This is an optimization exercise on Yosys and OpenROAD, whose aim is small area and a short achievable clock period, not a production implementation.
The RTL was checked by simulation tests, not by an equivalence proof against the original design.
No activity file was given, so power comes from the tool's default toggle rates.

build 29:
==> module bp_mux2i, before the edit <==
module bp_mux2i (input logic s, a0, a1, output logic y);
  assign y = ~(s ? a1 : a0);
endmodule
==> module bp_rdbit, before the edit <==
module bp_rdbit (
  input  logic [31:0] sel,
  input  logic [31:0] d,
  output logic        y
);
  logic [3:0] g;
  logic [1:0] h_n;
  for (genvar i = 0; i < 4; i++) begin : g_rd
    bp_rd8 u_rd (.sel(sel[8*i +: 8]), .d(d[8*i +: 8]), .y(g[i]));
  end
  bp_nor2  u_nr0 (.a(g[0]), .b(g[1]), .y(h_n[0]));
  bp_nor2  u_nr1 (.a(g[2]), .b(g[3]), .y(h_n[1]));
  bp_nand2 u_nd  (.a(h_n[0]), .b(h_n[1]), .y(y));
endmodule
==> module branch_predictor, before the edit <==
module branch_predictor (
  input  logic        clk,
  input  logic        reset,
  input  logic [31:0] if_pc,
  output logic        pred_taken,
  output logic [31:0] pred_next_pc,
  input  logic        ex_valid,
  input  logic        ex_is_branch,
  input  logic        ex_is_jump,
  input  logic [31:0] ex_pc,
  input  logic [31:0] ex_target,
  input  logic        ex_taken
);
  logic        valid_r  [32];
  logic [24:0] tag_r    [32];
  logic [31:0] target_r [32];
  logic [1:0]  ctr_r    [32];
  logic [31:0] sel_a_s, sel_b_s, m_n_s;
  logic [31:0] col_tgt_s [32];
  logic [31:0] tgt_rd_s, tgt_rd_n_s, inc_n_s;
  logic [7:0]  or8_s;
  logic [3:0]  or16_n_s;
  logic [1:0]  or32_s;
  logic [3:0]  pt_n_s;
  always_comb
    for (int k = 0; k < 32; k++)
      for (int b = 0; b < 32; b++) col_tgt_s[b][k] = target_r[k][b];
  bp_dec u_dec_a (.idx(if_pc[6:2]), .sel(sel_a_s));
  bp_dec u_dec_b (.idx(if_pc[6:2]), .sel(sel_b_s));
  for (genvar k = 0; k < 32; k++) begin : g_ent
    bp_match_n u_m (.tag(tag_r[k]), .pc_tag(if_pc[31:7]), .valid(valid_r[k]),
                    .ctr1(ctr_r[k][1]), .sel(sel_a_s[k]), .m_n(m_n_s[k]));
  end
  for (genvar i = 0; i < 8; i++) begin : g_or8
    bp_nand4 u_nd (.a(m_n_s[4*i]), .b(m_n_s[4*i+1]), .c(m_n_s[4*i+2]), .d(m_n_s[4*i+3]),
                   .y(or8_s[i]));
  end
  for (genvar i = 0; i < 4; i++) begin : g_or16
    bp_nor2 u_nr (.a(or8_s[2*i]), .b(or8_s[2*i+1]), .y(or16_n_s[i]));
  end
  for (genvar i = 0; i < 2; i++) begin : g_or32
    bp_nand2 u_nd (.a(or16_n_s[2*i]), .b(or16_n_s[2*i+1]), .y(or32_s[i]));
  end
  for (genvar i = 0; i < 4; i++) begin : g_pt
    bp_nor2 u_nr (.a(or32_s[0]), .b(or32_s[1]), .y(pt_n_s[i]));
  end
  bp_inv u_pto (.a(pt_n_s[0]), .y(pred_taken));
  bp_inc_n u_inc (.pc(if_pc), .y_n(inc_n_s));
  for (genvar b = 0; b < 32; b++) begin : g_tgt
    bp_rdbit  u_rd  (.sel(sel_b_s), .d(col_tgt_s[b]), .y(tgt_rd_s[b]));
    bp_inv    u_iv  (.a(tgt_rd_s[b]), .y(tgt_rd_n_s[b]));
    bp_mux2i  u_out (.s(pt_n_s[b / 8]), .a0(tgt_rd_n_s[b]), .a1(inc_n_s[b]),
                     .y(pred_next_pc[b]));
  end
  logic [31:0] ex_sel_s;
  logic [31:0] col_tag_s [25];
  logic [31:0] col_val_s, col_c0_s, col_c1_s;
  logic [24:0] ex_tag_rd_s;
  logic [26:0] ex_eq_s;
  logic [8:0]  ex_l1_n_s;
  logic [2:0]  ex_l2_s;
  logic [1:0]  ex_ctr_s, ctr_nxt_s;
  logic        ex_hit_n_s, ex_hit_s, upd_s, taken_s;
  always_comb
    for (int k = 0; k < 32; k++) begin
      for (int b = 0; b < 25; b++) col_tag_s[b][k] = tag_r[k][b];
      col_val_s[k] = valid_r[k];
      col_c0_s[k]  = ctr_r[k][0];
      col_c1_s[k]  = ctr_r[k][1];
    end
  bp_dec u_dec_ex (.idx(ex_pc[6:2]), .sel(ex_sel_s));
  for (genvar b = 0; b < 25; b++) begin : g_ex_tag
    bp_rdbit u_rd (.sel(ex_sel_s), .d(col_tag_s[b]), .y(ex_tag_rd_s[b]));
    bp_xnor2 u_eq (.a(ex_tag_rd_s[b]), .b(ex_pc[7+b]), .y(ex_eq_s[b]));
  end
  bp_rdbit u_rd_val (.sel(ex_sel_s), .d(col_val_s), .y(ex_eq_s[25]));
  assign ex_eq_s[26] = 1'b1;
  bp_rdbit u_rd_c0 (.sel(ex_sel_s), .d(col_c0_s), .y(ex_ctr_s[0]));
  bp_rdbit u_rd_c1 (.sel(ex_sel_s), .d(col_c1_s), .y(ex_ctr_s[1]));
  for (genvar i = 0; i < 8; i++) begin : g_ex_l1
    bp_nand3 u_nd (.a(ex_eq_s[3*i]), .b(ex_eq_s[3*i+1]), .c(ex_eq_s[3*i+2]), .y(ex_l1_n_s[i]));
  end
  bp_nand2 u_ex_l1_8 (.a(ex_eq_s[24]), .b(ex_eq_s[25]), .y(ex_l1_n_s[8]));
  for (genvar i = 0; i < 3; i++) begin : g_ex_l2
    bp_nor3 u_nr (.a(ex_l1_n_s[3*i]), .b(ex_l1_n_s[3*i+1]), .c(ex_l1_n_s[3*i+2]), .y(ex_l2_s[i]));
  end
  bp_nand3 u_ex_hit (.a(ex_l2_s[0]), .b(ex_l2_s[1]), .c(ex_l2_s[2]), .y(ex_hit_n_s));
  assign ex_hit_s = ~ex_hit_n_s;
  always_comb begin
    upd_s    = ex_valid && (ex_is_branch || ex_is_jump);
    taken_s  = ex_is_jump || ex_taken;
    if (ex_is_jump)
      ctr_nxt_s = 2'b11;
    else if (!ex_hit_s)
      ctr_nxt_s = 2'b10;
    else if (taken_s)
      ctr_nxt_s = (ex_ctr_s == 2'b11) ? 2'b11 : ex_ctr_s + 2'b01;
    else
      ctr_nxt_s = (ex_ctr_s == 2'b00) ? 2'b00 : ex_ctr_s - 2'b01;
  end
  always_ff @(posedge clk) begin
    if (reset) begin
      for (int i = 0; i < 32; i++) valid_r[i] <= 1'b0;
    end else if (upd_s && taken_s) begin
      valid_r[ex_pc[6:2]] <= 1'b1;
    end
  end
  always_ff @(posedge clk) begin
    if (upd_s && taken_s)
      tag_r[ex_pc[6:2]] <= ex_pc[31:7];
  end
  always_ff @(posedge clk) begin
    if (upd_s && (taken_s || ex_hit_s)) begin
      target_r[ex_pc[6:2]] <= ex_target;
      ctr_r[ex_pc[6:2]]    <= ctr_nxt_s;
    end
  end
endmodule
==> flow/config.mk <==
export PLATFORM = sky130hd
export DESIGN_NAME = branch_predictor
export DESIGN_NICKNAME = branch_predictor
export VERILOG_FILES = /design/flow/design.v
export SDC_FILE = /design/flow/constraint.sdc
export NUM_CORES = 4
export LEC_CHECK = 0
export CAP_MARGIN = 20
export CORE_MARGIN = 2
export CORE_UTILIZATION = 65
export CTS_BUF_LIST = sky130_fd_sc_hd__clkbuf_8 sky130_fd_sc_hd__clkbuf_16
export CTS_CLUSTER_DIAMETER = 60
export CTS_CLUSTER_SIZE = 28
export SETUP_SLACK_MARGIN = 2.2
export SLEW_MARGIN = 20
export SYNTH_HIERARCHICAL = 1
export SYNTH_MINIMUM_KEEP_SIZE = 0
==> flow/constraint.sdc <==
create_clock -name core_clock -period 7.0 [get_ports {clk}]
set_input_delay 1.4000 -clock core_clock [delete_from_list [all_inputs] [get_ports {clk}]]
set_output_delay 1.4000 -clock core_clock [all_outputs]
set_load 0.01 [all_outputs]
run.sh (not shown) runs the stock make flow with config.mk's settings and CLKGATE_MAP_FILE= SYNTH_SCRIPT=/design/flow/synth_recipe.tcl, a recipe that flattens the netlist after the stock synthesis.
## Diff of input files: trial 60 against build 29
diff --git a/flow/design.v b/flow/design.v
--- a/flow/design.v
+++ b/flow/design.v
@@ -18,10 +18,10 @@
 endmodule
 module bp_xnor2 (input logic a, b, output logic y);
   assign y = ~(a ^ b);
 endmodule
-module bp_mux2i (input logic s, a0, a1, output logic y);
-  assign y = ~(s ? a1 : a0);
+module bp_a32oi (input logic a1, a2, a3, b1, b2, output logic y);
+  assign y = ~((a1 & a2 & a3) | (b1 & b2));
 endmodule
 module bp_dec (
   input  logic [4:0]  idx,
   output logic [31:0] sel
@@ -49,21 +49,28 @@
   output logic       y
 );
   assign y = |(sel & d);
 endmodule
+module bp_rdbit2_n (
+  input  logic [31:0] sel,
+  input  logic [31:0] d,
+  output logic [1:0]  y_n
+);
+  logic [3:0] g;
+  for (genvar i = 0; i < 4; i++) begin : g_rd
+    bp_rd8 u_rd (.sel(sel[8*i +: 8]), .d(d[8*i +: 8]), .y(g[i]));
+  end
+  bp_nor2 u_nr0 (.a(g[0]), .b(g[1]), .y(y_n[0]));
+  bp_nor2 u_nr1 (.a(g[2]), .b(g[3]), .y(y_n[1]));
+endmodule
 module bp_rdbit (
   input  logic [31:0] sel,
   input  logic [31:0] d,
   output logic        y
 );
-  logic [3:0] g;
   logic [1:0] h_n;
-  for (genvar i = 0; i < 4; i++) begin : g_rd
-    bp_rd8 u_rd (.sel(sel[8*i +: 8]), .d(d[8*i +: 8]), .y(g[i]));
-  end
-  bp_nor2  u_nr0 (.a(g[0]), .b(g[1]), .y(h_n[0]));
-  bp_nor2  u_nr1 (.a(g[2]), .b(g[3]), .y(h_n[1]));
-  bp_nand2 u_nd  (.a(h_n[0]), .b(h_n[1]), .y(y));
+  bp_rdbit2_n u_rd (.sel(sel), .d(d), .y_n(h_n));
+  bp_nand2    u_nd (.a(h_n[0]), .b(h_n[1]), .y(y));
 endmodule
 module bp_match_n (
   input  logic [24:0] tag,
   input  logic [24:0] pc_tag,
@@ -112,13 +119,14 @@
   logic [31:0] target_r [32];
   logic [1:0]  ctr_r    [32];
   logic [31:0] sel_a_s, sel_b_s, m_n_s;
   logic [31:0] col_tgt_s [32];
-  logic [31:0] tgt_rd_s, tgt_rd_n_s, inc_n_s;
+  logic [1:0]  tgt_h_n_s [32];
+  logic [31:0] inc_n_s;
   logic [7:0]  or8_s;
   logic [3:0]  or16_n_s;
   logic [1:0]  or32_s;
-  logic [3:0]  pt_n_s;
+  logic [3:0]  pt_n_s, pt_s;
   always_comb
     for (int k = 0; k < 32; k++)
       for (int b = 0; b < 32; b++) col_tgt_s[b][k] = target_r[k][b];
   bp_dec u_dec_a (.idx(if_pc[6:2]), .sel(sel_a_s));
@@ -137,17 +145,18 @@
   for (genvar i = 0; i < 2; i++) begin : g_or32
     bp_nand2 u_nd (.a(or16_n_s[2*i]), .b(or16_n_s[2*i+1]), .y(or32_s[i]));
   end
   for (genvar i = 0; i < 4; i++) begin : g_pt
-    bp_nor2 u_nr (.a(or32_s[0]), .b(or32_s[1]), .y(pt_n_s[i]));
-  end
-  bp_inv u_pto (.a(pt_n_s[0]), .y(pred_taken));
+    bp_nor2  u_nr (.a(or32_s[0]), .b(or32_s[1]), .y(pt_n_s[i]));
+    bp_nand4 u_nd (.a(or16_n_s[0]), .b(or16_n_s[1]), .c(or16_n_s[2]), .d(or16_n_s[3]),
+                   .y(pt_s[i]));
+  end
+  assign pred_taken = pt_s[0];
   bp_inc_n u_inc (.pc(if_pc), .y_n(inc_n_s));
   for (genvar b = 0; b < 32; b++) begin : g_tgt
-    bp_rdbit  u_rd  (.sel(sel_b_s), .d(col_tgt_s[b]), .y(tgt_rd_s[b]));
-    bp_inv    u_iv  (.a(tgt_rd_s[b]), .y(tgt_rd_n_s[b]));
-    bp_mux2i  u_out (.s(pt_n_s[b / 8]), .a0(tgt_rd_n_s[b]), .a1(inc_n_s[b]),
-                     .y(pred_next_pc[b]));
+    bp_rdbit2_n u_rd  (.sel(sel_b_s), .d(col_tgt_s[b]), .y_n(tgt_h_n_s[b]));
+    bp_a32oi    u_out (.a1(pt_s[b / 8]), .a2(tgt_h_n_s[b][0]), .a3(tgt_h_n_s[b][1]),
+                       .b1(pt_n_s[b / 8]), .b2(inc_n_s[b]), .y(pred_next_pc[b]));
   end
   logic [31:0] ex_sel_s;
   logic [31:0] col_tag_s [25];
   logic [31:0] col_val_s, col_c0_s, col_c1_s;
==> run summary <==
if_pc[4] as the start point of the critical path was reported by trial 60, and if_pc[25] by build 29.
Compared build 29 against trial 60; portion of total power attributed to combinational logic within noise.
Total power of trial 60 is on par with build 29.
Trial 60 and build 29 ended up with nearly the same multi-input gate share of the layout cell area.
Power per cell area ends up lower on build 29.
Critical path depth | trial 60 below build 29
From build 29 to trial 60 the numbers moved as follows: number of setup buffers added after CTS decreased about 7%, first-pass GRT wire length increased 0.48%, average instance area after synthesis increased about 0.9%.
Comparing build 29 against trial 60, there is no change at all in residual DRC count.

[static timing again, ports no longer ideal]
In the flow no input, the clock included, has a driving cell. The finished layouts below were timed again as built, in two steps.
Step 1: set_driving_cell puts a clkbuf_16 on clk and a buf_2 on each other input, an assumption about the parent block.
Step 2 times the ports against the registers' clock, not the clock port: input delays grow and output delays shrink by t, the midpoint of the rising clock arrivals with the driver on.
Three values: ideal ports, drivers, drivers and shift; two values: the first two.
| run | shift t [ns] | slack for setup (ns) | worst slew at a driven data input, ns | pins driven straight from the clock port |
|---|---|---|---|---|
| build 29 | 0.868 | 1.889 / 1.826 / 1.341 | 0.11 | 1 |
| trial 60 | 0.878 | 1.840 / 1.810 / 1.142 | 0.23 | 1 |
After both steps every run listed still meets setup and hold. For trial 60, which loses most, drivers alone change the setup slack by -0.030 ns; drivers and shift together by -0.698 ns.
